This design comes from an exercise in tuning for small area, a short achievable clock period and few clock cycles on the open sky130 flow, not from production work.
Where RTL was checked, it was by simulation tests only, not by an equivalence proof against the original.
Only the layout flow was run in runs 3 to 6; the RTL was not checked for function there.
Power figures rest on the tool's default switching activity, not on a simulated workload.

==> flow/config.mk <==
export PLATFORM = sky130hd
export DESIGN_NAME = foreground_line_engine
export DESIGN_NICKNAME = foreground_line_engine
export VERILOG_FILES = /design/flow/design.v
export SDC_FILE = /design/flow/constraint.sdc
export NUM_CORES = 4
export LEC_CHECK = 0
export CAP_MARGIN = 20
export CORE_MARGIN = 2
export CORE_UTILIZATION = 60
export SETUP_SLACK_MARGIN = 5
export SLEW_MARGIN = 20
==> flow/constraint.sdc <==
create_clock -name core_clock -period 10.0 [get_ports {gpu_clk}]
set_input_delay 2.0000 -clock core_clock [delete_from_list [all_inputs] [get_ports {gpu_clk}]]
set_output_delay 2.0000 -clock core_clock [all_outputs]
set_load 0.01 [all_outputs]
==> flow/design.v <==
package mapache64;
    localparam int FG_ROW_LEN = 8;
    typedef struct packed {
        logic [7:0] x;
        logic [7:0] y;
        logic [4:0] pmfa;
        logic       hflip;
        logic       vflip;
        logic [2:0] color;
        logic [5:0] rsvd;
    } obm_object_t;
    typedef struct packed {
        logic [1:0] lightness;
        logic [2:0] rgb;
    } pixel_t;
endpackage
module fg_line_buffer
#(
    parameter int N = 16
) (
    input  logic            clk,
    input  logic            rst_n,
    input  logic            start_i,
    input  logic [7:0]      start_y_i,
    input  logic            commit_i,
    input  logic [4:0]      commit_cnt_i,
    input  logic            xc_we_i,
    input  logic [3:0]      xc_slot_i,
    input  logic [7:0]      x_i,
    input  logic [2:0]      color_i,
    input  logic            l_we_i,
    input  logic [3:0]      l_slot_i,
    input  logic [15:0]     l_i,
    input  logic [7:0]      rd_x_i,
    input  logic [7:0]      rd_y_i,
    output logic            match_o,
    output logic [4:0]      rd_pix_o
);
    logic [7:0]  ex_q [N];
    logic [2:0]  ec_q [N];
    logic [15:0] el_q [N];
    logic [4:0]  cnt_q;
    logic        tag_valid_q;
    logic [4:0]  leaf [N];
    logic [7:0]  tag_y_q;
    always_ff @(posedge clk or negedge rst_n) begin
        if (!rst_n) begin
            tag_valid_q <= 1'b0;
        end else if (start_i) begin
            tag_valid_q <= 1'b0;
        end else if (commit_i) begin
            tag_valid_q <= 1'b1;
        end
    end
    always_ff @(posedge clk) begin
        if (start_i) tag_y_q <= start_y_i;
        if (commit_i) cnt_q <= commit_cnt_i;
    end
    function automatic logic lt3(input logic [2:0] a, input logic [2:0] b);
        lt3 = (!a[2] && b[2]) || (a[2] == b[2] && ((!a[1] && b[1]) || (a[1] == b[1] && !a[0] && b[0])));
    endfunction
    function automatic logic [4:0] inc5(input logic [4:0] a);
        for (int i = 0; i < 5; i++) inc5[i] = a[i] ^ (&(a | ~((5'd1 << i) - 5'd1)));
    endfunction
    logic [7:0] rd_lo_oh;
    logic [4:0] rd_hi;
    for (genvar j = 0; j < 8; j++) begin : g_dec
        assign rd_lo_oh[j] = rd_x_i[2:0] == 3'(j);
    end
    assign rd_hi    = rd_x_i[7:3];
    for (genvar e = 0; e < N; e++) begin : g_ent
        logic       ge, in;
        logic [4:0] hi1;
        logic [1:0] lum;
        always_ff @(posedge clk) begin
            if (xc_we_i && xc_slot_i == 4'(e)) begin
                ex_q[e] <= x_i;
                ec_q[e] <= color_i;
            end
            if (l_we_i && l_slot_i == 4'(e)) el_q[e] <= l_i;
        end
        assign ge  = !lt3(rd_x_i[2:0], ex_q[e][2:0]);
        assign hi1 = inc5(ex_q[e][7:3]);
        assign in  = ge ? rd_hi == ex_q[e][7:3] : rd_hi == hi1;
        always_comb begin
            lum = 2'd0;
            for (int j = 0; j < 8; j++) lum = lum | ({2{rd_lo_oh[j]}} & el_q[e][2*j +: 2]);
        end
        assign leaf[e] = {(in && cnt_q > 5'(e)) ? lum : 2'd0, ec_q[e]};
    end
    function automatic logic [4:0] first4(input logic [19:0] d);
        logic [4:0] r;
        r = d[19:15];
        if (d[14:13] != 2'd0) r = d[14:10];
        if (d[9:8] != 2'd0)   r = d[9:5];
        if (d[4:3] != 2'd0)   r = d[4:0];
        first4 = r;
    endfunction
    logic [4:0] grp [N/4];
    for (genvar q = 0; q < N/4; q++) begin : g_grp
        assign grp[q] = first4({leaf[4*q+3], leaf[4*q+2], leaf[4*q+1], leaf[4*q]});
    end
    logic [4:0] root;
    assign root     = first4({grp[3], grp[2], grp[1], grp[0]});
    assign rd_pix_o = root[4:3] != 2'd0 ? root : 5'd0;
    assign match_o = tag_valid_q && tag_y_q == rd_y_i;
endmodule
module foreground_line_engine
#(
    parameter int NUM_OBJECTS  = 64,
    parameter int MAX_PER_LINE = 16,
    localparam int OW = $clog2(NUM_OBJECTS),
    localparam int HW = $clog2(MAX_PER_LINE + 1),
    localparam int N  = MAX_PER_LINE
) (
    input  logic          gpu_clk,
    input  logic          rst_n,
    input  logic          prefetch_start_i,
    input  logic [7:0]    prefetch_y_i,
    output logic          busy_o,
    output logic          done_o,
    output logic          miss_o,
    output logic          overflow_o,
    output logic [OW-1:0] obm_addr_o,
    input  mapache64::obm_object_t   obm_object_i,
    output logic [7:0]    pmf_addr_o,
    input  logic [15:0]   pmf_line_i,
    input  logic [7:0]    display_x_i,
    input  logic [7:0]    display_y_i,
    output mapache64::pixel_t        pixel_o,
    output logic          valid_o
);
    localparam bit EARLY_STOP = 1'b1;
    logic           busy_q, scan_q, drain_q, done_q, miss_q, ovf_q, overflow_q;
    logic           rr_q, victim_q;
    logic [OW-1:0]  idx_q;
    logic [HW-1:0]  hcnt_q;
    logic [7:0]     y_q, pmf_addr_q, dy;
    logic [4:0]     y_hi_m1;
    logic           hit1_q, hit2_q, hflip1_q, hflip2_q;
    logic [3:0]     slot1_q, slot2_q;
    logic [2:0]     xlo1_q, xlo2_q;
    logic           accept, on_line, full, new_hit, drop, last, stop, unused_rsvd;
    logic [15:0]    lrot;
    assign accept      = prefetch_start_i && !busy_q;
    assign dy          = y_q - obm_object_i.y;
    assign y_hi_m1     = y_q[7:3] - 5'd1;
    assign on_line     = obm_object_i.y[7:3] == y_q[7:3] ? obm_object_i.y[2:0] <= y_q[2:0]
                       : obm_object_i.y[7:3] == y_hi_m1 && obm_object_i.y[2:0] > y_q[2:0];
    assign full        = hcnt_q == HW'(MAX_PER_LINE);
    assign new_hit     = scan_q && on_line && !full;
    assign drop        = scan_q && on_line && full;
    assign last        = idx_q == '0;
    assign stop        = last || (EARLY_STOP && drop);
    assign unused_rsvd = ^obm_object_i.rsvd;
    always_ff @(posedge gpu_clk or negedge rst_n) begin
        if (!rst_n) begin
            busy_q     <= 1'b0;
            scan_q     <= 1'b0;
            drain_q    <= 1'b0;
            done_q     <= 1'b0;
            miss_q     <= 1'b0;
            overflow_q <= 1'b0;
            rr_q       <= 1'b0;
            idx_q      <= '0;
            hit1_q     <= 1'b0;
            hit2_q     <= 1'b0;
        end else begin
            miss_q  <= prefetch_start_i && busy_q;
            drain_q <= 1'b0;
            done_q  <= 1'b0;
            hit1_q  <= new_hit;
            hit2_q  <= hit1_q;
            if (accept) begin
                busy_q <= 1'b1;
                scan_q <= 1'b1;
                rr_q   <= !rr_q;
                idx_q  <= OW'(1);
            end
            if (scan_q) begin
                if (stop) begin
                    scan_q  <= 1'b0;
                    idx_q   <= '0;
                    drain_q <= new_hit;
                    done_q  <= !new_hit;
                end else begin
                    idx_q <= idx_q + 1'b1;
                end
            end
            if (drain_q) done_q <= 1'b1;
            if (done_q) begin
                busy_q     <= 1'b0;
                overflow_q <= ovf_q;
            end
        end
    end
    always_ff @(posedge gpu_clk) begin
        if (accept) begin
            y_q      <= prefetch_y_i;
            victim_q <= rr_q;
            hcnt_q   <= '0;
            ovf_q    <= 1'b0;
        end
        if (new_hit) hcnt_q <= hcnt_q + 1'b1;
        if (drop) ovf_q <= 1'b1;
        pmf_addr_q <= {obm_object_i.pmfa, dy[2:0] ^ {3{obm_object_i.vflip}}};
        slot1_q    <= hcnt_q[3:0];
        xlo1_q     <= obm_object_i.x[2:0];
        hflip1_q   <= obm_object_i.hflip;
        slot2_q    <= slot1_q;
        xlo2_q     <= xlo1_q;
        hflip2_q   <= hflip1_q;
    end
    always_comb begin
        for (int j = 0; j < 8; j++) begin
            logic [2:0] c;
            c = 3'(j) - xlo2_q;
            c = c ^ {3{hflip2_q}};
            lrot[2*j +: 2] = pmf_line_i[14 - 2*c +: 2];
        end
    end
    logic [1:0]        match;
    logic [9:0]        rd_pix;
    mapache64::pixel_t pixel_q;
    for (genvar g = 0; g < 2; g++) begin : g_buf
        fg_line_buffer #(.N(N)) u_buf (
            .clk         (gpu_clk),
            .rst_n       (rst_n),
            .start_i     (accept && rr_q == 1'(g)),
            .start_y_i   (prefetch_y_i),
            .commit_i    (done_q && victim_q == 1'(g)),
            .commit_cnt_i(hcnt_q),
            .xc_we_i     (scan_q && !full && victim_q == 1'(g)),
            .xc_slot_i   (hcnt_q[3:0]),
            .x_i         (obm_object_i.x),
            .color_i     (obm_object_i.color),
            .l_we_i      (hit2_q && victim_q == 1'(g)),
            .l_slot_i    (slot2_q),
            .l_i         (lrot),
            .rd_x_i      (display_x_i),
            .rd_y_i      (display_y_i),
            .match_o     (match[g]),
            .rd_pix_o    (rd_pix[5*g +: 5])
        );
    end
    logic       rd_a_q;
    logic [9:0] rd_pix_q;
    always_ff @(posedge gpu_clk or negedge rst_n) begin
        if (!rst_n) begin
            rd_a_q   <= 1'b0;
            rd_pix_q <= '0;
        end else begin
            rd_a_q   <= match[0];
            rd_pix_q <= {match[1] ? rd_pix[9:5] : 5'd0, rd_pix[4:0]};
        end
    end
    assign pixel_q = rd_a_q ? rd_pix_q[4:0] : rd_pix_q[9:5];
    assign busy_o     = busy_q;
    assign done_o     = done_q;
    assign miss_o     = miss_q;
    assign overflow_o = overflow_q;
    assign obm_addr_o = idx_q;
    assign pmf_addr_o = pmf_addr_q;
    assign pixel_o    = pixel_q;
    assign valid_o    = pixel_q.lightness != 2'd0;
endmodule
==> flow/run.sh <==
#!/bin/bash
# synth_recipe.tcl (not shown) runs the flow's synth.tcl, then flattens the netlist and writes it again
# the make line also repeats each setting of config.mk as NAME=value (left out here)
make -C /OpenROAD-flow-scripts/flow DESIGN_CONFIG=/design/flow/config.mk WORK_HOME=/design/flow/orfs CLKGATE_MAP_FILE= SYNTH_SCRIPT=/design/flow/synth_recipe.tcl finish
==> results.sh, run 1 <==
export IMPL_status="finished clean"
export IMPL_yosysWarnings=7
export IMPL_dieArea_um2=75200
export IMPL_die_w_um=274
export IMPL_cts_max_level=3
export IMPL_finalSetupViolCount=0
export IMPL_cts_path_max_buffers=3
export IMPL_async_reset_ff_share_pct=2.93
export IMPL_viasPerCell=6.57
export IMPL_p_switching_mw=2.43
export IMPL_die_h_um=274
export IMPL_p_leak_nw=17.1
export IMPL_area_delta_synth_final_pct=13.5
export IMPL_fin_area_um2=49700
export IMPL_fin_util_pct=68.5
export IMPL_cts_root_buf="clkbuf_16"
export IMPL_worstPathArrival_ns=5.49
export IMPL_p_seq_share_pct=48.6
export IMPL_cp_end_kind="flip-flop"
export IMPL_cts_tree="done"
export IMPL_drtAntennaViolNets=0
export IMPL_grt_first_pass_wirelength_mm=170
export IMPL_period_needed_ns=4.96
export IMPL_ir_drop_v=0.000159
export IMPL_synth_nets=3117
export IMPL_wl_per_cell_um=28.5
export IMPL_synth_top_cells_by_count="edfxtp_1 (904), xnor2_1 (141), ha_1 (140), nand2_1 (132)"
export IMPL_hold_class="flip-flop to flip-flop"
export IMPL_final_nets=3256
export IMPL_relSlewSlack_pct=24.6
export IMPL_place_congestion=0.863
export IMPL_dpl_hpwl_mm=69.9
export IMPL_grt_max_degree=56
export IMPL_start_util_pct=60.3
export IMPL_cts_buffers=98
export IMPL_ys_ff_latch=957
export IMPL_dpl_cell_area_um2=45700
export IMPL_setup_tns_ns=0
export IMPL_fmax_mhz=202
export IMPL_fp_row_count=99
export IMPL_drt_first_pass_iters=6
export IMPL_synth_cell_type_count=96
export IMPL_synth_area_leaders="edfxtp_1 (62%), ha_1 (4.0%), mux4_2 (3.2%)"
export IMPL_layout_drive_gt1_share_pct=14.6
export IMPL_num_vias=26800
export IMPL_pwr_share_comb_pct=11.6
export IMPL_yosysMostFrequentCell="edfxtp_1"
export IMPL_intPower_mw=7.32
export IMPL_clock_skew_ns=0.0213
export IMPL_hp_start="slot1_q[0]"
export IMPL_grt_usage_pct=31.2
export IMPL_clk_pin_slew_ns=0.06
export IMPL_synth_top_cell_by_area="edfxtp_1"
export IMPL_grt_pass1_vias=27000
export IMPL_synthCells=2901
export IMPL_critPathLaunch="display_x_i[0]"
export IMPL_clkPwrFrac_pct=39.8
export IMPL_hold_buffers=0
export IMPL_port_buffers=92
export IMPL_crit_type="input port to flip-flop"
export IMPL_slew_violations=0
export IMPL_core_um2=72600
export IMPL_ys_flop_type="edfxtp_1"
export IMPL_crit_fanout=27
export IMPL_finalHoldViolations=0
export IMPL_worst_slew_pin_slew_ns=1.13
export IMPL_n_fill_cell=4989
export IMPL_synth_edf_count=904
export IMPL_powerDensity_nw_per_um2=196
export IMPL_grt_setup_unrepaired="true"
export IMPL_swShare_pct=24.9
export IMPL_io_pins=99
export IMPL_syn_area_um2=43800
export IMPL_seq_area_frac_synth_pct=64.7
export IMPL_post_route_period_util_pct=49.6
export IMPL_overflow=0
export IMPL_clk_latency_ns=0.66
export IMPL_r2r_start="g_buf[1].u_buf.ex_q[10][3]"
export IMPL_grt_antenna_before_repair=6
export IMPL_holdWs_ns=0.328
export IMPL_totalWireLength_mm=117
export IMPL_drc=0
export IMPL_synthDominantCellAreaShare_pct=62.0
export IMPL_cts_sink_count=957
export IMPL_drt_iter0_markers=2566
export IMPL_avgSynthCellArea_um2=15.1
export IMPL_worstSetupStartpointType="input port"
export IMPL_crit_required_ns=10.53
export IMPL_maxCapViolations=0
flip-flops by register name, indices dropped and copies added (netlist names), 5 cells and up:
signal               count
idx_q                    6
g_buf.u_buf.ec_q        96
g_buf.u_buf.cnt_q       10
g_buf.u_buf.ex_q       256
g_buf.u_buf.tag_y_q     16
g_buf.u_buf.el_q       512
pmf_addr_q               8
hcnt_q                   5
y_q                      8
rd_pix_q                10
repair_timing:
| action | 4_1_cts | 5_1_grt |
|---|---|---|
| cloned | 2 | 1 |
| endpoints found under the hold margin | 0 | 0 |
| buffers inserted | 8 | 1 |
| pin swaps | 2 | 1 |
| setup endpoints to repair | 10 | 14 |
| gates resized for setup | 41 | 33 |
power groups by stage:
stage | registers (mW) | logic, mW | clock network, mW
5_1_grt | 4.75 | 1.21 | 4.07
3_3_place_gp | 4.81 | 1.07 | 0
6_report | 4.74 | 1.13 | 3.87
3_5_place_dp | 4.82 | 1.10 | 0
2_1_floorplan | 4.76 | 0.640 | 0
4_1_cts | 4.73 | 1.12 | 3.91
cells by family after synthesis:
kind of cell,synth area share (%)
DFF,64.7
and+or+nand+nor,8.49
AOI/OAI and AO/OA,7.70
muxes,8.06
xor gates and xnor gates,5.34
adders and majority gates,4.05
buffers and inverters,1.64
final timing paths:
check | cells past startpoint | slack, ns | endpoint
max | 12 | 5.04 | rd_pix_q[6]
min | 0 | 0.33 | slot2_q[0]
max reg2reg | 11 | 6.52 | rd_pix_q[7]
min reg2reg | 0 | 0.33 | slot2_q[0]
max in group asynchronous | 1 | 8.06 | rd_pix_q[8]
min in group asynchronous | 1 | 1.43 | rr_q
critical path: stages:
cell and delay, ns:
buf_6 0.18, inv_4 0.34, buf_6 0.40, nor2_1 0.10, a221oi_1 0.69, o221ai_1 0.43
mux2_2 0.38, mux2_2 0.28, mux2i_1 0.20, mux2i_1 0.15, o211ai_1 0.21, a21boi_1 0.09
metal layers:
layer | vias up | track usage, % | share of wire [%]
li1 | 11700 | - | -
met1 | 13700 | 42.5 | 39
met2 | 1224 | 52.0 | 49
met3 | 186 | 3.91 | 8.1
met4 | 0 | 11.1 | 3.1
met5 | - | 0 | 0
layout by cell type (no fill, tap or decap), types with 16 or more instances in the layout:
master / Yosys / routed
nor2_1: 111 / 99
mux4_2: 62 / 62
a22oi_1: 26 / 26
edfxtp_1: 904 / 904
xnor2_1: 141 / 140
nor2b_1: 36 / 34
nand2_1: 132 / 132
clkbuf_16: 0 / 104
ha_1: 140 / 139
buf_4: 28 / 41
a21oi_1: 89 / 85
nand3_1: 67 / 67
and2_1: 55 / 54
dfxtp_1: 25 / 25
inv_1: 30 / 27
mux2_2: 82 / 82
dfrtp_1: 28 / 28
nand4b_1: 39 / 39
o211ai_1: 16 / 16
nand2b_1: 45 / 45
a221oi_1: 46 / 44
mux2i_1: 121 / 120
nor3_1: 33 / 23
a21o_1: 18 / 18
clkdlybuf4s50_1: 0 / 75
clkbuf_1: 34 / 16
xor2_1: 121 / 121
o22ai_1: 22 / 22
o21ai_0: 54 / 52
nand4_1: 37 / 37
cell type report:
cell class | instances | area (um2) | share of cell area, %
flip-flops and latches | 957 | 28300 | 57.0
multi-input cells | 1804 | 15000 | 30.3
clock buffers | 128 | 2760 | 5.56
repair buffers | 146 | 1450 | 2.92
well taps | 959 | 1200 | 2.41
clock inverters | 53 | 702 | 1.41
inverters | 32 | 170 | 0.342
repair inverters | 1 | 16.3 | 0.0327
diodes | 1 | 2.50 | 0.00504
per-stage QoR:
step                      setup slack [ns]  power, mW  instances
final                                 5.04       9.75       4081
after global routing                  4.95       10.0       4080
after CTS                             5.01       9.77       4078
after detailed placement              3.37       5.92       3887
after global placement                3.45       5.89       3885
after floorplan                       4.64       5.40       2901
Testbench counts, summed over its fixed seeds: cycles 12,278.
==> run 2, diff against run 1 <==
==> flow/flow/run.sh (new file) <==
#!/bin/bash
set -euo pipefail
bash standard.sh SETUP_SLACK_MARGIN=6.5 finish > standard_flow.log 2>&1
==> flow/standard.sh (new file) <==
#!/bin/bash
# synth_recipe.tcl (not shown) runs the flow's synth.tcl, then flattens the netlist and writes it again
# the make line also repeats each setting of config.mk as NAME=value (left out here)
make -C /OpenROAD-flow-scripts/flow DESIGN_CONFIG=/design/flow/config.mk WORK_HOME=/design/flow/orfs CLKGATE_MAP_FILE= SYNTH_SCRIPT=/design/flow/synth_recipe.tcl "${@:-finish}"
--- a/flow/config.mk
+++ b/flow/config.mk
@@ -8,5 +8,4 @@
 export CAP_MARGIN = 20
 export CORE_MARGIN = 2
 export CORE_UTILIZATION = 60
-export SETUP_SLACK_MARGIN = 5
 export SLEW_MARGIN = 20
removed: flow/run.sh
==> results.sh, run 2 <==
export IMPL_status="finished clean"
export IMPL_powerDensity_nw_per_um2=185
export IMPL_final_nets=3347
export IMPL_area_delta_synth_final_pct=17.5
export IMPL_port_buffers=92
export IMPL_synth_top_family_by_area="simple AND/OR/NAND/NOR gates"
export IMPL_cts_max_level=3
export IMPL_crit_required_ns=10.50
export IMPL_post_route_period_util_pct=46.5
export IMPL_finalHoldViolations=0
export IMPL_grt_setup_unrepaired="true"
export IMPL_clk_pin_slew_ns=0.06
export IMPL_synth_nets=3117
export IMPL_viasPerCell=6.69
export IMPL_slew_violations=0
export IMPL_dieArea_um2=75200
export IMPL_layout_drive_gt1_share_pct=19.9
export IMPL_grt_max_degree=49
export IMPL_worstSetupStartpointType="input port"
export IMPL_drt_first_pass_iters=5
export IMPL_largestRegisters="g_buf.u_buf.el_q: 512 flops, g_buf.u_buf.ex_q: 256 flops, g_buf.u_buf.ec_q: 96 flops"
export IMPL_synth_mux_area_share_pct=8.06
export IMPL_top_register="g_buf.u_buf.el_q"
export IMPL_clkPwrFrac_pct=36.4
export IMPL_overflow=0
export IMPL_cts_buffers=96
export IMPL_crit_type="input port to flip-flop"
export IMPL_synthSimpleGateAreaFrac_pct=8.49
export IMPL_core_um2=72600
export IMPL_pwr_share_comb_pct=13.7
export IMPL_largest_reg_flops=512
export IMPL_crit_fanout=7
export IMPL_avgSynthCellArea_um2=15.1
export IMPL_fp_row_count=99
export IMPL_cts_root_buf="clkbuf_16"
export IMPL_async_reset_ff_share_pct=2.93
export IMPL_final_cell_mix="edfxtp_1 (904), xnor2_1 (139), ha_1 (128), nand2_1 (126), xor2_1 (121)"
export IMPL_synth_compound_area_share_pct=7.70
export IMPL_synth_edf_count=904
export IMPL_grt_antenna_before_repair=0
export IMPL_die_w_um=274
export IMPL_hold_buffers=0
export IMPL_p_leak_nw=17.9
export IMPL_layout_commonest_cell="edfxtp_1"
export IMPL_fmax_mhz=215
export IMPL_period_needed_ns=4.65
export IMPL_p_switching_mw=2.49
export IMPL_relSlewSlack_pct=22.7
export IMPL_p_seq_share_pct=49.9
export IMPL_setup_tns_ns=0
export IMPL_io_pins=99
export IMPL_drc=0
export IMPL_dpl_hpwl_mm=71.4
export IMPL_synthDominantCellAreaShare_pct=62.0
export IMPL_intPower_mw=7.01
export IMPL_ys_flop_type="edfxtp_1"
export IMPL_grt_usage_pct=33.1
export IMPL_synth_top_cells_by_count="edfxtp_1 (904), xnor2_1 (141), ha_1 (140), nand2_1 (132)"
export IMPL_cts_tree="done"
export IMPL_place_congestion=0.879
export IMPL_yosysWarnings=7
export IMPL_die_h_um=274
export IMPL_hold_class="flip-flop to flip-flop"
export IMPL_swShare_pct=26.2
export IMPL_ir_drop_v=0.000236
export IMPL_drtAntennaViolNets=0
export IMPL_clock_skew_ns=0.0254
export IMPL_synthCells=2901
export IMPL_regArea_um2=28400
export IMPL_synth_area_leaders="edfxtp_1 (62%), ha_1 (4.0%), mux4_2 (3.2%)"
export IMPL_synth_cell_type_count=96
export IMPL_seq_area_frac_synth_pct=64.7
export IMPL_ys_ff_latch=957
export IMPL_drt_iter0_markers=3024
export IMPL_cts_path_max_buffers=3
export IMPL_grt_first_pass_wirelength_mm=178
export IMPL_multi_input_area_um2=16000
export IMPL_dpl_cell_area_um2=45800
export IMPL_maxCapViolations=0
export IMPL_worstPathArrival_ns=5.15
export IMPL_fin_util_pct=70.9
export IMPL_worst_slew_pin_slew_ns=1.16
export IMPL_yosysMostFrequentCell="edfxtp_1"
export IMPL_wl_per_cell_um=30.2
export IMPL_synthXorXnorAreaFrac_pct=5.34
export IMPL_cts_sink_count=957
export IMPL_num_vias=27900
export IMPL_synth_top_cell_by_area="edfxtp_1"
export IMPL_start_util_pct=60.3
export IMPL_final_cell_count_no_fill=4167
export IMPL_dp_cells=3892
export IMPL_finalSetupViolCount=0
export IMPL_fin_area_um2=51500
export IMPL_cp_end_kind="flip-flop"
export IMPL_grt_pass1_vias=27700
export IMPL_syn_area_um2=43800
export IMPL_totalWireLength_mm=126
export IMPL_n_fill_cell=4705
export IMPL_synthAdderAreaFrac_pct=4.05
export IMPL_clk_latency_ns=0.67
==> run 2: cell types whose count changed in the layout (fill, tap and decap cells not counted), sizes merged, moves of 4 or more <==
| cell | before | now |
|---|---|---|
| dlygate4sd2 | 0 | 23 |
| buf | 69 | 156 |
| clkbuf | 129 | 133 |
| clkinv | 35 | 40 |
| bufbuf | 1 | 8 |
| bufinv | 15 | 6 |
| clkdlybuf4s50 | 75 | 44 |
==> run 2: final cells by class <==
class | count | area share, %
well taps | 959 | 2.33
clock inverters | 44 | 0.809
flip-flops and latches | 957 | 55.1
inverters | 32 | 0.386
multi-input cells | 1804 | 31.1
repair inverters | 3 | 0.0948
repair buffers | 237 | 5.19
diodes | 2 | 0.00972
clock buffers | 129 | 4.99
==> run 2: worst paths after layout <==
check	slack [ns]	from	depth (start not counted)	to
worst max-delay path	5.35	display_x_i[2]	14	rd_pix_q[5]
worst min-delay path	0.32	xlo1_q[1]	0	xlo2_q[1]
worst max register to register	6.37	g_buf[1].u_buf.ex_q[10][3]	12	rd_pix_q[5]
worst min register to register	0.32	xlo1_q[1]	0	xlo2_q[1]
max in group asynchronous	7.93	rst_n	2	rd_a_q
min in group asynchronous	1.75	rst_n	2	busy_q
==> run 2: power groups by stage <==
stage          Clock, mW  Combinational (mW)  Sequential [mW]
2_1_floorplan          0               0.646             4.76
3_3_place_gp           0                1.10             4.81
3_5_place_dp           0                1.13             4.82
4_1_cts             3.49                1.22             4.73
5_1_grt             3.65                1.36             4.75
6_report            3.46                1.30             4.74
==> run 2: what timing repair did <==
item,in CTS,in global routing
pin swaps,34,28
cloned,12,4
hold endpoints to repair,0,0
setup endpoints to repair,106,188
resized for setup,268,102
setup buffers,47,37
==> run 2: worst max-delay path: stages <==
cell,delay (ns)
buf_16,0.14
clkinv_16,0.11
ha_4,0.31
nand4b_1,0.17
a21oi_1,0.20
a2bb2oi_1,0.08
or4b_4,0.60
buf_4,0.16
a21oi_2,0.18
mux2_2,0.37
o221ai_1,0.18
mux2i_1,0.11
o211ai_1,0.39
a21boi_2,0.11
==> run 2: stage by stage <==
| step | hold WS [ns] | power (mW) | setup WS, ns |
|---|---|---|---|
| floorplan | 0.310 | 5.40 | 4.64 |
| global placement | 0.314 | 5.92 | 3.10 |
| detailed placement | 0.313 | 5.95 | 3.08 |
| CTS | 0.325 | 9.45 | 5.48 |
| global route | 0.329 | 9.76 | 5.27 |
| finish | 0.324 | 9.50 | 5.35 |
==> run 2: layer usage <==
layer | share of wire, % | vias to the layer above | GRT usage (%)
met3 | 9.4 | 254 | 4.37
met5 | 0 | - | 0
met1 | 39 | 14200 | 46.4
met2 | 47 | 1502 | 53.2
li1 | - | 11900 | -
met4 | 4.3 | 0 | 12.6
==> run 2: kinds of logic (layout without fill, tap and decap cells) <==
logic type / after synthesis / count (layout)
flops: 957 / 957
simple gates: 668 / 668
compound gates: 466 / 466
mux: 265 / 265
xor+xnor: 264 / 264
fa+ha+maj: 141 / 141
buf+inv: 140 / 445
other cells: 0 / 2
==> run 3, diff against run 2 <==
--- a/flow/design.v
+++ b/flow/design.v
@@ -56,12 +56,6 @@
         if (start_i) tag_y_q <= start_y_i;
         if (commit_i) cnt_q <= commit_cnt_i;
     end
-    function automatic logic lt3(input logic [2:0] a, input logic [2:0] b);
-        lt3 = (!a[2] && b[2]) || (a[2] == b[2] && ((!a[1] && b[1]) || (a[1] == b[1] && !a[0] && b[0])));
-    endfunction
-    function automatic logic [4:0] inc5(input logic [4:0] a);
-        for (int i = 0; i < 5; i++) inc5[i] = a[i] ^ (&(a | ~((5'd1 << i) - 5'd1)));
-    endfunction
     logic [7:0] rd_lo_oh;
     logic [4:0] rd_hi;
     for (genvar j = 0; j < 8; j++) begin : g_dec
@@ -79,8 +73,8 @@
             end
             if (l_we_i && l_slot_i == 4'(e)) el_q[e] <= l_i;
         end
-        assign ge  = !lt3(rd_x_i[2:0], ex_q[e][2:0]);
-        assign hi1 = inc5(ex_q[e][7:3]);
+        assign ge  = rd_x_i[2:0] >= ex_q[e][2:0];
+        assign hi1 = ex_q[e][7:3] + 5'd1;
         assign in  = ge ? rd_hi == ex_q[e][7:3] : rd_hi == hi1;
         always_comb begin
             lum = 2'd0;
@@ -243,18 +237,10 @@
             .rd_pix_o    (rd_pix[5*g +: 5])
         );
     end
-    logic       rd_a_q;
-    logic [9:0] rd_pix_q;
     always_ff @(posedge gpu_clk or negedge rst_n) begin
-        if (!rst_n) begin
-            rd_a_q   <= 1'b0;
-            rd_pix_q <= '0;
-        end else begin
-            rd_a_q   <= match[0];
-            rd_pix_q <= {match[1] ? rd_pix[9:5] : 5'd0, rd_pix[4:0]};
-        end
-    end
-    assign pixel_q = rd_a_q ? rd_pix_q[4:0] : rd_pix_q[9:5];
+        if (!rst_n) pixel_q <= '0;
+        else        pixel_q <= match[0] ? rd_pix[4:0] : match[1] ? rd_pix[9:5] : '0;
+    end
     assign busy_o     = busy_q;
     assign done_o     = done_q;
     assign miss_o     = miss_q;
--- a/flow/config.mk
+++ b/flow/config.mk
@@ -5,6 +5,7 @@
 export SDC_FILE = /design/flow/constraint.sdc
 export NUM_CORES = 4
 export LEC_CHECK = 0
+export ABC_CLOCK_PERIOD_IN_PS = 3500
 export CAP_MARGIN = 20
 export CORE_MARGIN = 2
 export CORE_UTILIZATION = 60
==> results.sh, run 3 <==
export IMPL_status="finished clean"
export IMPL_largest_reg_flops=512
export IMPL_synthSimpleGateAreaFrac_pct=7.96
export IMPL_dp_cells=4126
export IMPL_worstPathArrival_ns=5.62
export IMPL_finalHoldViolations=0
export IMPL_crit_type="input port to flip-flop"
export IMPL_grt_antenna_before_repair=1
export IMPL_slew_violations=0
export IMPL_r2r_start="g_buf[0].u_buf.ex_q[11][3]"
export IMPL_p_leak_nw=18.1
export IMPL_synth_top_cell_by_area="edfxtp_1"
export IMPL_final_nets=3555
export IMPL_maxCapViolations=0
export IMPL_clk_latency_ns=0.66
export IMPL_viasPerCell=6.66
export IMPL_period_needed_ns=5.03
export IMPL_clk_pin_slew_ns=0.06
export IMPL_drtAntennaViolNets=0
export IMPL_wl_per_cell_um=29.0
export IMPL_holdPathStages=0
export IMPL_drt_first_pass_iters=7
export IMPL_synthCells=3116
export IMPL_antenna_cells=0
export IMPL_place_congestion=0.886
export IMPL_regToRegEndpoint="pixel_q[2]"
export IMPL_crit_fanout=8
export IMPL_drt_iter0_markers=3065
export IMPL_synth_top_family_by_area="compound AO/OA/AOI/OAI gates"
export IMPL_synth_compound_area_share_pct=9.55
export IMPL_dp_slack_ns=3.27
export IMPL_num_vias=29200
export IMPL_fp_row_count=99
export IMPL_grt_setup_unrepaired="true"
export IMPL_synth_nets=3332
export IMPL_cts_path_max_buffers=3
export IMPL_totalWireLength_mm=127
export IMPL_seq_area_frac_synth_pct=63.7
export IMPL_port_buffers=92
export IMPL_yosysWarnings=7
export IMPL_r2r_cells=12
export IMPL_setup_tns_ns=0
export IMPL_layout_commonest_cell="edfxtp_1"
export IMPL_synthDominantCellAreaShare_pct=61.3
export IMPL_avgSynthCellArea_um2=14.2
export IMPL_layout_drive_gt1_share_pct=18.6
export IMPL_start_util_pct=60.7
export IMPL_overflow=0
export IMPL_die_w_um=276
export IMPL_dieArea_um2=76000
export IMPL_grt_pass1_vias=28900
export IMPL_grt_first_pass_wirelength_mm=182
export IMPL_final_cell_mix="edfxtp_1 (904), nand2_1 (167), xnor2_1 (149), ha_1 (133), inv_1 (127)"
export IMPL_cp_end_kind="flip-flop"
export IMPL_post_route_period_util_pct=50.3
export IMPL_syn_area_um2=44300
export IMPL_dpl_hpwl_mm=72.4
export IMPL_io_pins=99
export IMPL_fin_ws_ns=4.97
export IMPL_drc=0
export IMPL_grt_usage_pct=33.3
export IMPL_r2r_slack_ns=5.73
export IMPL_top_register="g_buf.u_buf.el_q"
export IMPL_core_um2=73000
export IMPL_synth_cell_type_count=97
export IMPL_worstSetupStartpointType="input port"
export IMPL_ir_drop_v=0.000309
export IMPL_largestRegisters="g_buf.u_buf.el_q: 512 flops, g_buf.u_buf.ex_q: 256 flops, g_buf.u_buf.ec_q: 96 flops"
export IMPL_synthAdderAreaFrac_pct=4.00
export IMPL_crit_required_ns=10.59
export IMPL_hold_class="flip-flop to flip-flop"
export IMPL_cts_root_buf="clkbuf_16"
export IMPL_final_cell_count_no_fill=4382
export IMPL_grt_max_degree=50
export IMPL_synthXorXnorAreaFrac_pct=4.88
export IMPL_synth_mux_area_share_pct=7.45
export IMPL_finalSetupViolCount=0
export IMPL_fmax_mhz=199
export IMPL_n_fill_cell=4750
export IMPL_synth_edf_count=904
export IMPL_cts_max_level=3
export IMPL_die_h_um=276
export IMPL_hp_start="hflip1_q"
export IMPL_power_mw=9.68
export IMPL_cts_buffers=97
export IMPL_synth_area_leaders="edfxtp_1 (61%), ha_1 (4.0%), xnor2_1 (3.0%)"
export IMPL_cts_sink_count=951
export IMPL_worst_slew_pin_slew_ns=1.19
export IMPL_holdPathEnd="hflip2_q"
export IMPL_yosysMostFrequentCell="edfxtp_1"
export IMPL_async_reset_ff_share_pct=2.31
export IMPL_holdWs_ns=0.326
export IMPL_area_delta_synth_final_pct=17.2
export IMPL_synth_top_cells_by_count="edfxtp_1 (904), nand2_1 (172), xnor2_1 (152), ha_1 (140), nor2_1 (140)"
export IMPL_cts_tree="done"
export IMPL_ys_ff_latch=951
export IMPL_clock_skew_ns=0.0162
export IMPL_ys_flop_type="edfxtp_1"
export IMPL_relSlewSlack_pct=20.8
export IMPL_powerDensity_nw_per_um2=187
## run 3: cell families (layout without fill, tap and decap cells)
logic type,count (synthesis),count (layout)
AOI/OAI and AO/OA,592,592
xor gates and xnor gates,240,240
adders and majority gates,141,141
buffers and inverters,245,552
DFF,951,951
muxes,258,258
and+or+nand+nor,689,689
## run 3: area by class of cell
class	instances	area [um2]	area share, %
multi-input combinational	1920	16200	31.2
sequential	951	28200	54.4
inverter	134	544	1.05
timing repair buffer	232	2460	4.74
tap	959	1200	2.31
clock buffer	135	2670	5.15
timing repair inverter	3	45.0	0.0868
clock inverter	48	573	1.10
## run 3: repair_timing
| action | 4_1_cts | 5_1_grt |
|---|---|---|
| endpoints found under the setup margin | 50 | 233 |
| hold buffers | 0 | 0 |
| buffers inserted | 37 | 22 |
| pin swaps | 23 | 43 |
| gates cloned | 13 | 1 |
| gates resized for setup | 159 | 107 |
| hold endpoints to repair | 0 | 0 |
## run 3: how the worst max path moves through the flow
| stage | slack [ns] | endpoint | from | depth (start not counted) |
|---|---|---|---|---|
| 3_3_place_gp | 3.31 | pixel_q[2] | display_x_i[1] | 13 |
| 2_1_floorplan | 4.29 | pixel_q[0] | display_x_i[0] | 18 |
| 6_report | 4.97 | pixel_q[2] | display_x_i[2] | 15 |
| 4_1_cts | 4.95 | pixel_q[2] | display_x_i[2] | 15 |
| 5_1_grt | 4.91 | pixel_q[0] | display_x_i[0] | 17 |
| 3_5_place_dp | 3.27 | pixel_q[2] | display_x_i[1] | 13 |
## run 3: where the power goes
part	total, mW	leakage [nW]	internal, mW	switching [mW]
combinational	1.31	7.92	0.417	0.898
sequential	4.68	8.63	4.60	0.0861
clock	3.68	1.57	2.14	1.54
total	9.68	18.1	7.15	2.52
## run 3: per-stage QoR
stage          area [um2]  utilization (%)
3_5_place_dp        46600             63.9
2_1_floorplan       44600                -
4_1_cts             51100             70.0
6_report            51900             71.1
3_3_place_gp        46600             63.9
5_1_grt             51900             71.1
## run 3: metal layers
metal / GRT usage [%] / vias up / part of all wire [%] / wire length [um]
met5: 0 / - / 0 / 0
met4: 16.1 / 0 / 4.8 / 6120
met3: 5.76 / 317 / 9.8 / 12400
met2: 52.2 / 1641 / 46 / 59000
met1: 45.6 / 14600 / 39 / 49400
li1: - / 12600 / - / -
## run 3: worst max-delay path: stages
cell and delay (ns):
buf_16 0.15, buf_16 0.16, ha_4 0.23, a21oi_4 0.13
o21ai_2 0.08, or4_1 0.47, and3_4 0.19, or3_4 0.38
nor3b_2 0.17, o21ai_1 0.16, nand2_1 0.07, or3_4 0.43
mux2_4 0.35, a2111oi_4 0.42, a22o_1 0.22
==> run 4, diff against run 3 <==
==> flow/run.sh (new file) <==
#!/bin/bash
# synth_recipe.tcl (not shown) runs the flow's synth.tcl, then flattens the netlist and writes it again
# the make line also repeats each setting of config.mk as NAME=value (left out here)
make -C /OpenROAD-flow-scripts/flow DESIGN_CONFIG=/design/flow/config.mk WORK_HOME=/design/flow/orfs CLKGATE_MAP_FILE= SYNTH_SCRIPT=/design/flow/synth_recipe.tcl finish
--- a/flow/config.mk
+++ b/flow/config.mk
@@ -9,4 +9,5 @@
 export CAP_MARGIN = 20
 export CORE_MARGIN = 2
 export CORE_UTILIZATION = 60
+export SETUP_SLACK_MARGIN = 5
 export SLEW_MARGIN = 20
removed: flow/flow/run.sh
removed: flow/standard.sh
==> results.sh, run 4 <==
export IMPL_viasPerCell=6.69
export IMPL_drt_first_pass_iters=6
export IMPL_layout_commonest_cell="edfxtp_1"
export IMPL_port_buffers=92
export IMPL_layout_drive_gt1_share_pct=16.1
export IMPL_grt_usage_pct=33.0
export IMPL_period_needed_ns=5.19
export IMPL_clk_pin_slew_ns=0.06
export IMPL_antenna_cells=0
export IMPL_io_pins=99
export IMPL_fmax_mhz=193
export IMPL_fin_util_pct=70.1
export IMPL_ys_ff_latch=951
export IMPL_path_cells="buf_16 > clkinv_16 > buf_16 > ha_4 > and2b_2 > o21ai_2 > or4_1 > and3_4 > or3_4 > nor3b_4 > o21ai_1 > nand2_1 > or3_4 > mux2_4 > a2111oi_4 > a22o_1"
export IMPL_num_vias=29000
export IMPL_die_w_um=276
export IMPL_crit_fanout=4
export IMPL_worstSetupStartpointType="input port"
export IMPL_crit_slowest_cell="a2111oi_4"
export IMPL_dpl_cell_area_um2=46600
export IMPL_hold_class="flip-flop to flip-flop"
export IMPL_ys_flop_type="edfxtp_1"
export IMPL_totalWireLength_mm=126
export IMPL_worst_slew_pin_slew_ns=1.20
export IMPL_yosysWarnings=7
export IMPL_ir_drop_v=0.000181
export IMPL_fin_ws_ns=4.81
export IMPL_grt_first_pass_wirelength_mm=181
export IMPL_synth_area_leaders="edfxtp_1 (61%), ha_1 (4.0%), xnor2_1 (3.0%)"
export IMPL_grt_antenna_before_repair=2
export IMPL_dpl_hpwl_mm=71.2
export IMPL_core_um2=73000
export IMPL_setup_tns_ns=0
export IMPL_cts_path_max_buffers=3
export IMPL_critPathBufInv=3
export IMPL_top_usage_layer="met2"
export IMPL_cp_end_kind="flip-flop"
export IMPL_post_route_period_util_pct=51.9
export IMPL_crit_type="input port to flip-flop"
export IMPL_synth_edf_count=904
export IMPL_final_cell_mix="edfxtp_1 (904), nand2_1 (172), xnor2_1 (152), ha_1 (138), inv_1 (131)"
export IMPL_finalHoldViolations=0
export IMPL_crit_required_ns=10.59
export IMPL_drc=0
export IMPL_maxCapViolations=0
export IMPL_cts_root_buf="clkbuf_16"
export IMPL_slew_violations=0
export IMPL_cts_tree="done"
export IMPL_synth_cell_type_count=97
export IMPL_top_register="g_buf.u_buf.el_q"
export IMPL_clk_latency_ns=0.65
export IMPL_grt_setup_unrepaired="true"
export IMPL_clock_skew_ns=0.0215
export IMPL_finalSetupViolCount=0
export IMPL_synthDominantCellAreaShare_pct=61.3
export IMPL_synth_top_cells_by_count="edfxtp_1 (904), nand2_1 (172), xnor2_1 (152), ha_1 (140), nor2_1 (140)"
export IMPL_cts_sink_count=951
export IMPL_drtAntennaViolNets=0
export IMPL_area_delta_synth_final_pct=15.5
export IMPL_async_reset_ff_share_pct=2.31
export IMPL_critPathTopFamily="simple AND/OR/NAND/NOR gates"
export IMPL_wl_per_cell_um=28.9
export IMPL_gr_usage_met2_pct=52.2
export IMPL_relSlewSlack_pct=20.2
export IMPL_final_nets=3517
export IMPL_p_leak_nw=17.7
export IMPL_cts_max_level=3
export IMPL_avgSynthCellArea_um2=14.2
export IMPL_overflow=0
export IMPL_met3_usage_pct=5.59
export IMPL_synth_nets=3332
export IMPL_place_congestion=0.876
export IMPL_largestRegisters="g_buf.u_buf.el_q: 512 flops, g_buf.u_buf.ex_q: 256 flops, g_buf.u_buf.ec_q: 96 flops"
export IMPL_dieArea_um2=76000
export IMPL_worstPathArrival_ns=5.78
export IMPL_synthCells=3116
export IMPL_powerDensity_nw_per_um2=188
export IMPL_cpPeakStageDelay_ns=0.51
export IMPL_syn_area_um2=44300
export IMPL_seq_area_frac_synth_pct=63.7
export IMPL_die_h_um=276
export IMPL_holdWs_ns=0.332
export IMPL_met1_usage_pct=46.0
export IMPL_grt_max_degree=51
export IMPL_synth_top_cell_by_area="edfxtp_1"
export IMPL_fp_row_count=99
export IMPL_status="finished clean"
export IMPL_start_util_pct=60.7
export IMPL_drt_iter0_markers=3444
export IMPL_largest_reg_flops=512
export IMPL_fin_area_um2=51100
export IMPL_yosysMostFrequentCell="edfxtp_1"
export IMPL_grt_pass1_vias=28500
export IMPL_dp_slack_ns=2.83
export IMPL_cts_buffers=97
## run 4: worst register-to-register path, delay by kind of cell, from the launching register on
family	cells	cell delay [ns]
fa+ha+maj	1	0.32
simple gates	4	1.37
compound gates	5	1.37
flops	1	0.48
xor+xnor	1	0.36
mux	1	0.34
## run 4: path summary, 6_finish.rpt
kind | slack, ns | end | cells past startpoint | from
setup / recovery | 4.81 | pixel_q[1] | 16 | display_x_i[0]
min in group asynchronous | 1.33 | idx_q[5] | 1 | rst_n
max in group asynchronous | 8.30 | hit2_q | 1 | rst_n
hold reg to reg | 0.33 | slot2_q[1] | 0 | slot1_q[1]
hold / removal | 0.33 | slot2_q[1] | 0 | slot1_q[1]
setup reg to reg | 5.72 | pixel_q[1] | 12 | g_buf[0].u_buf.ex_q[11][3]
## run 4: area by class of cell
type / count / area, um2
sequential: 951 / 28200
fill: 4834 / 21800
multi-input combinational: 1920 / 15800
clock buffer: 121 / 2600
timing repair buffer: 195 / 2160
tap: 959 / 1200
clock inverter: 56 / 621
inverter: 134 / 534
timing repair inverter: 2 / 20.0
## run 4: metrics by stage
stage	power [mW]	std cells
after detailed placement	5.91	4123
after CTS	9.59	4330
final	9.61	4338
after floorplan	5.38	3116
after global placement	5.88	4121
after global routing	9.88	4338
## run 4: layer usage
metal	share of wire (%)	vias up
met1	39	14600
met2	47	1633
met4	4.0	2
met5	0.010	-
li1	-	12500
met3	10	282
## run 4: kinds of logic (layout without fill, tap and decap cells)
kind of cell,count (synthesis),after routing,share of synthesized area (%)
XOR/XNOR,240,240,4.88
AND/OR/NAND/NOR,689,689,7.96
buffers and inverters,245,508,2.46
adder cells (fa/ha/maj),141,141,4.00
flip-flops,951,951,63.7
multiplexers,258,258,7.45
AO/OA/AOI/OAI,592,592,9.55
## run 4: what timing repair did
action | CTS | global route
resized for setup | 79 | 58
cloned | 13 | 1
pin swaps | 14 | 23
endpoints found under the setup margin | 5 | 5
setup buffers | 17 | 7
hold buffers | 0 | 0
## run 4: power breakdown
group          total, mW  switching, mW  internal, mW
registers           4.69         0.0865          4.60
clock network       3.66           1.51          2.15
logic               1.26          0.868         0.389
==> run 5, diff against run 4 <==
--- a/flow/design.v
+++ b/flow/design.v
@@ -41,7 +41,7 @@
     logic [15:0] el_q [N];
     logic [4:0]  cnt_q;
     logic        tag_valid_q;
-    logic [4:0]  leaf [N];
+    logic [4:0]  node [2*N-1];
     logic [7:0]  tag_y_q;
     always_ff @(posedge clk or negedge rst_n) begin
         if (!rst_n) begin
@@ -56,12 +56,6 @@
         if (start_i) tag_y_q <= start_y_i;
         if (commit_i) cnt_q <= commit_cnt_i;
     end
-    logic [7:0] rd_lo_oh;
-    logic [4:0] rd_hi;
-    for (genvar j = 0; j < 8; j++) begin : g_dec
-        assign rd_lo_oh[j] = rd_x_i[2:0] == 3'(j);
-    end
-    assign rd_hi    = rd_x_i[7:3];
     for (genvar e = 0; e < N; e++) begin : g_ent
         logic       ge, in;
         logic [4:0] hi1;
@@ -75,28 +69,14 @@
         end
         assign ge  = rd_x_i[2:0] >= ex_q[e][2:0];
         assign hi1 = ex_q[e][7:3] + 5'd1;
-        assign in  = ge ? rd_hi == ex_q[e][7:3] : rd_hi == hi1;
-        always_comb begin
-            lum = 2'd0;
-            for (int j = 0; j < 8; j++) lum = lum | ({2{rd_lo_oh[j]}} & el_q[e][2*j +: 2]);
-        end
-        assign leaf[e] = {(in && cnt_q > 5'(e)) ? lum : 2'd0, ec_q[e]};
-    end
-    function automatic logic [4:0] first4(input logic [19:0] d);
-        logic [4:0] r;
-        r = d[19:15];
-        if (d[14:13] != 2'd0) r = d[14:10];
-        if (d[9:8] != 2'd0)   r = d[9:5];
-        if (d[4:3] != 2'd0)   r = d[4:0];
-        first4 = r;
-    endfunction
-    logic [4:0] grp [N/4];
-    for (genvar q = 0; q < N/4; q++) begin : g_grp
-        assign grp[q] = first4({leaf[4*q+3], leaf[4*q+2], leaf[4*q+1], leaf[4*q]});
-    end
-    logic [4:0] root;
-    assign root     = first4({grp[3], grp[2], grp[1], grp[0]});
-    assign rd_pix_o = root[4:3] != 2'd0 ? root : 5'd0;
+        assign in  = ge ? rd_x_i[7:3] == ex_q[e][7:3] : rd_x_i[7:3] == hi1;
+        assign lum = el_q[e][2*rd_x_i[2:0] +: 2];
+        assign node[N-1+e] = {(in && cnt_q > 5'(e)) ? lum : 2'd0, ec_q[e]};
+    end
+    for (genvar i = N - 2; i >= 0; i--) begin : g_tree
+        assign node[i] = node[2*i+1][4:3] != 2'd0 ? node[2*i+1] : node[2*i+2];
+    end
+    assign rd_pix_o = node[0][4:3] != 2'd0 ? node[0] : 5'd0;
     assign match_o = tag_valid_q && tag_y_q == rd_y_i;
 endmodule
 module foreground_line_engine
@@ -130,7 +110,6 @@
     logic [OW-1:0]  idx_q;
     logic [HW-1:0]  hcnt_q;
     logic [7:0]     y_q, pmf_addr_q, dy;
-    logic [4:0]     y_hi_m1;
     logic           hit1_q, hit2_q, hflip1_q, hflip2_q;
     logic [3:0]     slot1_q, slot2_q;
     logic [2:0]     xlo1_q, xlo2_q;
@@ -138,9 +117,7 @@
     logic [15:0]    lrot;
     assign accept      = prefetch_start_i && !busy_q;
     assign dy          = y_q - obm_object_i.y;
-    assign y_hi_m1     = y_q[7:3] - 5'd1;
-    assign on_line     = obm_object_i.y[7:3] == y_q[7:3] ? obm_object_i.y[2:0] <= y_q[2:0]
-                       : obm_object_i.y[7:3] == y_hi_m1 && obm_object_i.y[2:0] > y_q[2:0];
+    assign on_line     = dy[7:3] == 5'd0;
     assign full        = hcnt_q == HW'(MAX_PER_LINE);
     assign new_hit     = scan_q && on_line && !full;
     assign drop        = scan_q && on_line && full;
==> results.sh, run 5 <==
export IMPL_fmax_mhz=200
export IMPL_port_buffers=92
export IMPL_period_needed_ns=5.00
export IMPL_synth_area_leaders="edfxtp_1 (62%), mux4_2 (6.9%), ha_1 (4.1%)"
export IMPL_regArea_um2=28200
export IMPL_synth_nets=3073
export IMPL_seq_area_frac_synth_pct=63.9
export IMPL_layout_drive_gt1_share_pct=19.1
export IMPL_place_congestion=0.870
export IMPL_crit_type="input port to flip-flop"
export IMPL_status="finished clean"
export IMPL_die_h_um=275
export IMPL_grt_usage_pct=29.0
export IMPL_wl_per_cell_um=26.8
export IMPL_synth_cell_type_count=110
export IMPL_drc=0
export IMPL_cts_root_buf="clkbuf_16"
export IMPL_area_delta_synth_final_pct=15.2
export IMPL_relSlewSlack_pct=27.5
export IMPL_die_w_um=275
export IMPL_finalSetupViolCount=0
export IMPL_cts_sink_count=951
export IMPL_crit_fanout=9
export IMPL_viasPerCell=6.31
export IMPL_worst_slew_pin_slew_ns=1.09
export IMPL_clk_pin_slew_ns=0.06
export IMPL_overflow=0
export IMPL_antenna_cells=0
export IMPL_dpl_hpwl_mm=65.7
export IMPL_ys_ff_latch=951
export IMPL_syn_area_um2=44100
export IMPL_dpl_cell_area_um2=46200
export IMPL_cpPeakStageDelay_ns=0.57
export IMPL_power_mw=9.57
export IMPL_post_route_period_util_pct=50.0
export IMPL_worstPathArrival_ns=5.53
export IMPL_ir_drop_v=0.000211
export IMPL_n_fill_cell=4842
export IMPL_cp_end_kind="flip-flop"
export IMPL_dp_cells=3872
export IMPL_fp_row_count=99
export IMPL_io_pins=99
export IMPL_cts_tree="done"
export IMPL_clk_latency_ns=0.67
export IMPL_finalHoldViolations=0
export IMPL_drtAntennaViolNets=0
export IMPL_final_nets=3287
export IMPL_fin_ws_ns=5.00
export IMPL_dp_slack_ns=2.91
export IMPL_core_um2=72800
export IMPL_largestRegisters="g_buf.u_buf.el_q: 512 flops, g_buf.u_buf.ex_q: 256 flops, g_buf.u_buf.ec_q: 96 flops"
export IMPL_grt_pass1_vias=26000
export IMPL_crit_required_ns=10.53
export IMPL_yosysWarnings=6
export IMPL_synth_top_cell_by_area="edfxtp_1"
export IMPL_drt_first_pass_iters=5
export IMPL_multi_input_area_um2=15700
export IMPL_async_reset_ff_share_pct=2.31
export IMPL_maxCapViolations=0
export IMPL_num_vias=25900
export IMPL_worstSetupStartpointType="input port"
export IMPL_cts_max_level=3
export IMPL_hold_class="flip-flop to flip-flop"
export IMPL_drt_iter0_markers=2266
export IMPL_slew_violations=0
export IMPL_grt_max_degree=67
export IMPL_top_register="g_buf.u_buf.el_q"
export IMPL_synth_top_cells_by_count="edfxtp_1 (904), nand2_1 (157), mux2i_1 (148), ha_1 (143), xnor2_1 (139)"
export IMPL_largest_reg_flops=512
export IMPL_start_util_pct=60.6
export IMPL_powerDensity_nw_per_um2=188
export IMPL_grt_first_pass_wirelength_mm=160
export IMPL_crit_slowest_cell="or4_4"
export IMPL_path_cells="buf_16 > clkinvlp_4 > buf_12 > clkbuf_16 > ha_1 > nand2b_1 > a31oi_4 > mux2i_1 > xnor2_1 > or4_4 > nor2_1 > o32a_1 > a21oi_1 > a211o_1 > nand3b_1 > nand2_2 > o2bb2ai_1"
export IMPL_fin_area_um2=50800
export IMPL_holdWs_ns=0.326
export IMPL_dieArea_um2=75700
export IMPL_synthCells=2854
export IMPL_critPathTopFamily="simple AND/OR/NAND/NOR gates"
export IMPL_fin_util_pct=69.8
export IMPL_cts_path_max_buffers=3
export IMPL_final_cell_count_no_fill=4110
export IMPL_synthDominantCellAreaShare_pct=61.5
export IMPL_final_cell_mix="edfxtp_1 (904), nand2_1 (156), mux2i_1 (146), ha_1 (140), xnor2_1 (139)"
export IMPL_setup_tns_ns=0
export IMPL_critPathBufInv=4
export IMPL_avgSynthCellArea_um2=15.5
export IMPL_layout_commonest_cell="edfxtp_1"
export IMPL_p_leak_nw=17.9
export IMPL_yosysMostFrequentCell="edfxtp_1"
export IMPL_grt_antenna_before_repair=1
export IMPL_grt_setup_unrepaired="true"
export IMPL_ys_flop_type="edfxtp_1"
export IMPL_synth_edf_count=904
export IMPL_cts_buffers=97
export IMPL_totalWireLength_mm=110
export IMPL_hold_buffers=0
export IMPL_clock_skew_ns=0.0283
## run 5: cell count changes after synthesis, moves of 29 or more
cell / before / now
a221oi_1: 65 / 1
a22oi_1: 33 / 4
mux4_2: 48 / 136
mux2i_1: 119 / 148
mux2_2: 88 / 47
## run 5: power by group
part           switching, mW  internal [mW]  total (mW)
clock network           1.53           2.15        3.68
logic                  0.807          0.391        1.20
registers             0.0909           4.61        4.70
total                   2.43           7.14        9.57
## run 5: worst reg2reg max path, cell delays in order (launching register included)
cell and delay (ns):
edfxtp_1 0.41, ha_4 0.28, nand2b_4 0.12, a31oi_4 0.09, buf_4 0.16, and4b_1 0.20
or4_1 0.53, a211oi_4 0.31, nor2b_4 0.20, o31a_1 0.20, nor3b_4 0.26, o31ai_4 0.11
a221o_1 0.32, a21boi_1 0.18, o21ai_1 0.08
## run 5: kinds of logic (layout without fill, tap and decap cells)
| group | after synthesis | after routing | share of synthesized area (%) |
|---|---|---|---|
| DFF | 951 | 951 | 63.9 |
| buffers and inverters | 208 | 505 | 2.29 |
| adders and majority gates | 144 | 144 | 4.10 |
| xor gates and xnor gates | 239 | 239 | 4.85 |
| AOI/OAI and AO/OA | 397 | 397 | 6.41 |
| and+or+nand+nor | 584 | 584 | 6.91 |
| muxes | 331 | 331 | 11.5 |
## run 5: final timing paths
path | start | to | slack (ns) | depth (start not counted)
min | hflip1_q | hflip2_q | 0.33 | 0
min reg2reg | hflip1_q | hflip2_q | 0.33 | 0
min in group asynchronous | rst_n | busy_q | 1.72 | 2
max | display_x_i[0] | pixel_q[1] | 5.00 | 17
max in group asynchronous | rst_n | pixel_q[4] | 8.00 | 2
max reg2reg | g_buf[0].u_buf.ex_q[10][0] | pixel_q[3] | 6.43 | 14
## run 5: area by class of cell
type | count | share of cell area (%)
multi-input combinational | 1695 | 30.9
inverter | 124 | 0.923
timing repair buffer | 199 | 3.93
sequential | 951 | 55.5
clock inverter | 55 | 1.26
clock buffer | 127 | 5.16
tap | 959 | 2.36
## run 5: layer usage
metal	wire, um	global-route usage [%]
met3	6660	3.80
met1	45300	39.2
met2	55600	49.9
met4	2630	8.21
met5	0	0
## run 5: timing repair
action	CTS	global route
setup endpoints to repair	5	5
resized for setup	95	59
buffers inserted	24	23
gates cloned	4	4
pin swaps	20	28
==> run 6, diff against run 5 <==
==> flow/config.mk (replaced) <==
export PLATFORM = sky130hd
export DESIGN_NAME = foreground_line_engine
export DESIGN_NICKNAME = foreground_line_engine
export VERILOG_FILES = /design/flow/design.v
export SDC_FILE = /design/flow/constraint.sdc
export NUM_CORES = 4
export LEC_CHECK = 0
export CAP_MARGIN = 20
export CORE_MARGIN = 2
export CORE_UTILIZATION = 40
export SLEW_MARGIN = 20
==> results.sh, run 6 <==
export IMPL_regArea_um2=28200
export IMPL_slew_violations=0
export IMPL_drc=0
export IMPL_cts_path_max_buffers=3
export IMPL_grt_usage_pct=19.8
export IMPL_grt_max_degree=85
export IMPL_grt_setup_unrepaired="false"
export IMPL_grt_antenna_before_repair=0
export IMPL_synth_edf_count=904
export IMPL_r2r_start="g_buf[0].u_buf.ex_q[0][2]"
export IMPL_hold_class="flip-flop to flip-flop"
export IMPL_clkPwrFrac_pct=39.5
export IMPL_fmax_mhz=149
export IMPL_io_pins=99
export IMPL_worstPathArrival_ns=7.27
export IMPL_hold_buffers=0
export IMPL_synthCells=2854
export IMPL_finalSetupViolCount=0
export IMPL_dieArea_um2=113000
export IMPL_hp_start="xlo1_q[1]"
export IMPL_crit_required_ns=10.54
export IMPL_fp_row_count=121
export IMPL_synth_cell_type_count=110
export IMPL_start_util_pct=40.4
export IMPL_final_nets=3229
export IMPL_r2r_slack_ns=5.65
export IMPL_ys_ff_latch=951
export IMPL_overflow=0
export IMPL_regToRegEndpoint="pixel_q[0]"
export IMPL_fin_area_um2=50200
export IMPL_synthDominantCellAreaShare_pct=61.5
export IMPL_relSlewSlack_pct=21.4
export IMPL_synth_top_cell_by_area="edfxtp_1"
export IMPL_final_cell_mix="edfxtp_1 (904), nand2_1 (157), mux2i_1 (148), ha_1 (143), xnor2_1 (139)"
export IMPL_maxCapViolations=0
export IMPL_powerDensity_nw_per_um2=192
export IMPL_crit_type="input port to flip-flop"
export IMPL_drt_first_pass_iters=6
export IMPL_viasPerCell=5.63
export IMPL_async_reset_ff_share_pct=2.31
export IMPL_area_delta_synth_final_pct=13.8
export IMPL_crit_fanout=38
export IMPL_worst_slew_pin_slew_ns=1.18
export IMPL_grt_first_pass_wirelength_mm=166
export IMPL_totalWireLength_mm=112
export IMPL_ir_drop_v=0.000133
export IMPL_clk_latency_ns=0.68
export IMPL_synth_nets=3073
export IMPL_die_h_um=336
export IMPL_num_vias=25700
export IMPL_largest_reg_flops=512
export IMPL_cts_tree="done"
export IMPL_finalHoldViolations=0
export IMPL_pwr_share_comb_pct=11.7
export IMPL_place_congestion=0.876
export IMPL_multi_input_area_um2=15000
export IMPL_yosysWarnings=6
export IMPL_holdPathStages=0
export IMPL_holdPathEnd="xlo2_q[1]"
export IMPL_syn_area_um2=44100
export IMPL_layout_drive_gt1_share_pct=15.5
export IMPL_cts_buffers=99
export IMPL_core_um2=109000
export IMPL_seq_area_frac_synth_pct=63.9
export IMPL_p_leak_nw=17.4
export IMPL_wl_per_cell_um=24.6
export IMPL_cts_sink_count=951
export IMPL_p_switching_mw=2.43
export IMPL_largestRegisters="g_buf.u_buf.el_q: 512 flops, g_buf.u_buf.ex_q: 256 flops, g_buf.u_buf.ec_q: 96 flops"
export IMPL_drt_iter0_markers=2313
export IMPL_p_seq_share_pct=48.8
export IMPL_cts_max_level=3
export IMPL_port_buffers=92
export IMPL_die_w_um=336
export IMPL_layout_commonest_cell="edfxtp_1"
export IMPL_dpl_hpwl_mm=67.9
export IMPL_avgSynthCellArea_um2=15.5
export IMPL_setup_tns_ns=0
export IMPL_post_route_period_util_pct=67.3
export IMPL_worstSetupStartpointType="input port"
export IMPL_drtAntennaViolNets=0
export IMPL_n_fill_cell=9295
export IMPL_intPower_mw=7.21
export IMPL_yosysMostFrequentCell="edfxtp_1"
export IMPL_post_cts_setup_buffer_count=0
export IMPL_cts_resized=0
export IMPL_clock_skew_ns=0.0346
export IMPL_synth_top_cells_by_count="edfxtp_1 (904), nand2_1 (157), mux2i_1 (148), ha_1 (143), xnor2_1 (139)"
export IMPL_clk_pin_slew_ns=0.06
export IMPL_cp_end_kind="flip-flop"
export IMPL_swShare_pct=25.2
export IMPL_dpl_cell_area_um2=46700
export IMPL_ys_flop_type="edfxtp_1"
export IMPL_grt_pass1_vias=26300
export IMPL_status="finished clean"
export IMPL_cts_root_buf="clkbuf_16"
export IMPL_r2r_cells=14
export IMPL_top_register="g_buf.u_buf.el_q"
export IMPL_period_needed_ns=6.73
export IMPL_synth_area_leaders="edfxtp_1 (62%), mux4_2 (6.9%), ha_1 (4.1%)"
## run 6: changes by cell type in the layout (fill, tap and decap cells not counted), sizes merged
cell,change
buf,-49
clkinv,-5
clkdlybuf4s50,-4
bufbuf,-3
clkbuf,+3
diode,+2
clkinvlp,-1
## run 6: through the flow
stage | utilization (%) | worst slack [ns] | instances | hold WS [ns] | power [mW]
detailed placement | 42.8 | 2.71 | 4383 | 0.312 | 5.91
global placement | 42.8 | 2.83 | 4382 | 0.318 | 5.88
floorplan | - | 3.54 | 2854 | 0.310 | 5.38
global route | 46.0 | 3.01 | 4568 | 0.340 | 9.96
CTS | 45.9 | 3.40 | 4566 | 0.330 | 9.71
finish | 46.0 | 3.27 | 4570 | 0.327 | 9.63
## run 6: logic make-up after synthesis
kind of cell	after synthesis	synth area share, %
AOI/OAI and AO/OA	397	6.41
and+or+nand+nor	584	6.91
buffers and inverters	208	2.29
adders and majority gates	144	4.10
muxes	331	11.5
xor gates and xnor gates	239	4.85
DFF	951	63.9
## run 6: how the worst max path moves through the flow
stage | start | cells past startpoint | slack (ns) | to
2_1_floorplan | display_x_i[0] | 17 | 3.54 | pixel_q[3]
3_3_place_gp | display_x_i[0] | 16 | 2.83 | pixel_q[0]
3_5_place_dp | display_x_i[0] | 16 | 2.71 | pixel_q[0]
4_1_cts | display_x_i[0] | 16 | 3.40 | pixel_q[0]
5_1_grt | display_x_i[0] | 16 | 3.01 | pixel_q[0]
6_report | display_x_i[0] | 16 | 3.27 | pixel_q[0]
## run 6: layout make-up
cell class	instances	share of cell area [%]
inverter	124	0.927
multi-input combinational	1695	30.0
tap	1476	3.68
antenna	2	0.00997
sequential	951	56.2
clock buffer	134	5.59
timing repair buffer	139	2.49
clock inverter	49	1.15
## run 6: power by group through the flow
stage	logic, mW	registers [mW]	clock network, mW
finish	1.12	4.70	3.81
global route	1.21	4.71	4.04
CTS	1.13	4.70	3.88
detailed placement	1.13	4.79	0
global placement	1.10	4.78	0
floorplan	0.650	4.73	0
## run 6: layer usage
layer,share of wire [%],GRT usage (%)
met4,2.5,6.02
met5,0,0
met3,6.1,3.34
met1,41,25.5
met2,50,34.4
## run 6: worst max-delay path, stage by stage
cell and delay [ns]:
buf_6 0.21, inv_2 0.79, buf_4 0.46, ha_1 0.30, nor2b_1 0.15, o21a_1 0.26, mux2_2 0.37, mux2i_1 0.14
a22oi_1 0.09, nor4_1 0.77, a21boi_1 0.63, mux2i_1 0.28, a21oi_1 0.10, mux2_2 0.27, o22ai_1 0.27, o2bb2ai_1 0.12

-- port drivers added, routing unchanged --
The flow's constraints put no driver on any port. The routed layouts listed below were extracted and timed again, unchanged, in two steps.
Step 1 assumes that a clkbuf_16 drives the clock port and a buf_2 every other input.
Step 2 adds t to the input delays and takes it off the output delays; t is the mean of the earliest and latest rising clock arrival at the registers after step 1. Input paths then give back, and output paths get back, about the clock's delay inside the block.
Slacks: ideal ports / drivers / drivers and shift; pairs: ideal ports / drivers.
run	t (ns)	setup WS [ns]	worst data-port slew with drivers (ns)
run 1	0.722	5.037 / 4.997 / 4.276	0.20
run 2	0.718	5.355 / 5.254 / 4.536	0.17
run 3	0.722	4.970 / 4.849 / 4.126	0.21
run 4	0.718	4.809 / 4.657 / 3.938	0.30
run 5	0.730	5.000 / 4.883 / 4.154	0.32
run 6	0.732	3.268 / 3.305 / 2.573	0.07
After both steps every run listed still meets setup and hold. The setup slack of run 4, which loses most, moves by -0.152 ns with the drivers and by -0.871 ns with both steps.
